Context: an optimization exercise on an open-source flow, tuned for small area, a short achievable clock period and few clock cycles per item. The choices shown serve that exercise and are no tape-out recipe. The RTL was checked by simulation tests, not by an equivalence proof against the original design. The clock port is modelled as an ideal driver, which makes a skipped or thinned clock tree look cheaper than it is; a real chip needs a root buffer or a tree.

Design poly_basemul_ctrl, start of the top module:
module poly_basemul_ctrl
#(
  parameter int unsigned N_PAIRS = KYBER_N_PAIRS,
  parameter int unsigned ADDR_W  = PAIR_ADDR_W
) (
  input  logic              clk,
  input  logic              rst,
  input  logic              start,
  input  logic              acc_en,
  output logic              busy,
  output logic              done,
  output logic [ADDR_W-1:0] rd_addr,
  output logic              rd_en,
  input  logic [23:0]       a_rdata,
  input  logic [23:0]       b_rdata,
  input  logic [11:0]       g_rdata,
  input  logic [23:0]       c_rdata,
  output logic              wr_en,
  output logic [ADDR_W-1:0] wr_addr,
  output logic [23:0]       wr_data
);
  localparam logic [ADDR_W-1:0] LAST_K = ADDR_W'(N_PAIRS - 1);
  logic acc_q;
  logic v1, v2, v3, v4;
  always_ff @(posedge clk or posedge rst) begin
    if (rst) begin
      acc_q   <= 1'b0;
      busy    <= 1'b0;
      done    <= 1'b0;
      rd_en   <= 1'b0;
      rd_addr <= '0;
      v1      <= 1'b0;
      v2      <= 1'b0;
      v3      <= 1'b0;
      v4      <= 1'b0;
  ...
Settings: LEC_CHECK=0, CAP_MARGIN=20, CORE_MARGIN=2, CORE_UTILIZATION=40, CTS_BUF_LIST=sky130_fd_sc_hd__clkbuf_4 sky130_fd_sc_hd__clkbuf_8, SLEW_MARGIN=20; clock period 52.0 ns.
standard.sh (not shown) runs the stock make flow with config.mk's settings and CLKGATE_MAP_FILE= SYNTH_SCRIPT=/design/flow/synth_recipe.tcl, a recipe that flattens the netlist after the stock synthesis.
==> flow/flow/run.sh <==
#!/bin/bash
# Own layout flow: the standard layout with two changes.
# 1. Yosys's synth command runs without its internal "abc -fast" pass, so that the
#    explicit full-adder trees of the RTL reach extract_fa unchanged (fewer inverters
#    around the adder cells). Registers, their names and cell types are unchanged.
# 2. The port buffers that global placement inserts are buf_1 cells instead of the
#    default delay buffers.
set -euo pipefail
W=$(pwd)
sed 's/yosys synth -nofsm -noshare /yosys synth -nofsm -noshare -noabc /' synth_recipe.tcl > own_synth.tcl
grep -q -- '-noabc' own_synth.tcl
sed "s|SYNTH_SCRIPT=[^ ]*synth_recipe.tcl|SYNTH_SCRIPT=$W/own_synth.tcl|" standard.sh > own_standard.sh
grep -q 'own_synth.tcl' own_standard.sh
bash own_standard.sh "BUFFER_PORTS_ARGS=-buffer_cell sky130_fd_sc_hd__buf_1" finish > own_flow.log 2>&1
Testbench counts at the start, summed over its fixed seeds: cycles 6,480, jobs 48.
Then changed:
==> flow/flow/run.sh (replaced) <==
#!/bin/bash
# Own layout flow: the standard layout, except that Yosys's synth command runs
# without its internal "abc -fast" pass, so that the explicit full-adder trees of the
# RTL reach extract_fa unchanged (fewer inverters around the adder cells). The
# registers, their names and cell types are those of the standard synthesis.
set -euo pipefail
W=$(pwd)
sed 's/yosys synth -nofsm -noshare /yosys synth -nofsm -noshare -noabc /' synth_recipe.tcl > own_synth.tcl
grep -q -- '-noabc' own_synth.tcl
sed "s|SYNTH_SCRIPT=[^ ]*synth_recipe.tcl|SYNTH_SCRIPT=$W/own_synth.tcl|" standard.sh > own_standard.sh
grep -q 'own_synth.tcl' own_standard.sh
bash own_standard.sh > own_flow.log 2>&1
--- a/flow/config.mk
+++ b/flow/config.mk
@@ -11 +10,0 @@
-export CTS_BUF_LIST = sky130_fd_sc_hd__clkbuf_4 sky130_fd_sc_hd__clkbuf_8
Design area goes up by a few percent.
Die area is unchanged.
First-iteration DRC count goes up by a few percent.
Core utilization goes up by 1.0 points.
Via count goes down slightly.
Maximum frequency goes down by a few percent.
Synthesized area is unchanged.
Critical path depth stays the same.


Another version of the RTL of poly_basemul_ctrl (not shown whole).
For scale: about 240 flip-flops, ~130 I/O pins.
Settings: LEC_CHECK=0, CAP_MARGIN=0, CORE_MARGIN=2, CORE_UTILIZATION=40, SLEW_MARGIN=0; clock period 52.0 ns.
==> flow/flow/run.sh <==
#!/bin/bash
# Own layout flow: the standard layout with three changes.
# 1. Yosys's synth command runs without its internal "abc -fast" pass, so that the
#    explicit full-adder trees of the RTL reach extract_fa unchanged (fewer inverters
#    around the adder cells). Registers, their names and cell types are unchanged.
# 2. The port buffers that global placement inserts are buf_1 cells instead of the
#    default delay buffers; after the placement resizer, flow/upsize_outputs.tcl makes
#    the output ports' buffers buf_2 (and the address counter flip-flops drive 2).
# 3. The clock tree is flow/manual_cts.tcl's balanced two-level tree (sourced before
#    CTS, in place of TritonCTS), which is shallower than TritonCTS's three levels.
set -euo pipefail
W=$(pwd)
sed 's/yosys synth -nofsm -noshare /yosys synth -nofsm -noshare -noabc /' synth_recipe.tcl > own_synth.tcl
grep -q -- '-noabc' own_synth.tcl
sed "s|SYNTH_SCRIPT=[^ ]*synth_recipe.tcl|SYNTH_SCRIPT=$W/own_synth.tcl|" standard.sh > own_standard.sh
grep -q 'own_synth.tcl' own_standard.sh
bash own_standard.sh "BUFFER_PORTS_ARGS=-buffer_cell sky130_fd_sc_hd__buf_1" "POST_RESIZE_TCL=$W/flow/upsize_outputs.tcl" "PRE_CTS_TCL=$W/flow/manual_cts.tcl" finish > own_flow.log 2>&1
Other scripts of this flow, unchanged in this note and not shown: flow/flow/manual_cts.tcl, flow/flow/upsize_outputs.tcl
Testbench counts at the start, summed over its fixed seeds: cycles 6,432, jobs 48.
Rerun with:
CAP_MARGIN = 20   (was 0)
SLEW_MARGIN = 20   (was 0)
After rerunning:
- via count stays the same
- critical path depth does not change
- worst setup slack is unchanged
- global-route usage stays the same
- maximum frequency does not change
No run of this note takes its clock network from TritonCTS; it comes from the design's own scripts or RTL.

## port drivers added, routing unchanged
Ports are ideal in the flow. The routed layouts listed here were re-timed in OpenROAD. Step 1 sets driving cells, clkbuf_16 on the clock port and buf_2 on the other inputs (assumed; they add their load-dependent delay and slew). Step 2 also shifts input and output timing later by t, the mid clock arrival at the registers, as if the neighbouring blocks saw the same clock. Slacks: no drivers / after step 1 / after step 2; pairs: no drivers / after step 1.
run | t, ns | setup slack, ns | latest minus earliest clock arrival (ns)
the first run of note 1 | 0.713 | 40.214 / 40.156 / 40.684 | 0.072 / 0.072
the second run of note 1 | 0.669 | 39.844 / 39.781 / 40.274 | 0.018 / 0.018
the first run of note 2 | 0.451 | 40.738 / 40.596 / 40.714 | 0.036 / 0.036
the second run of note 2 | 0.451 | 40.738 / 40.596 / 40.714 | 0.036 / 0.036
After both steps every run listed still meets setup and hold.
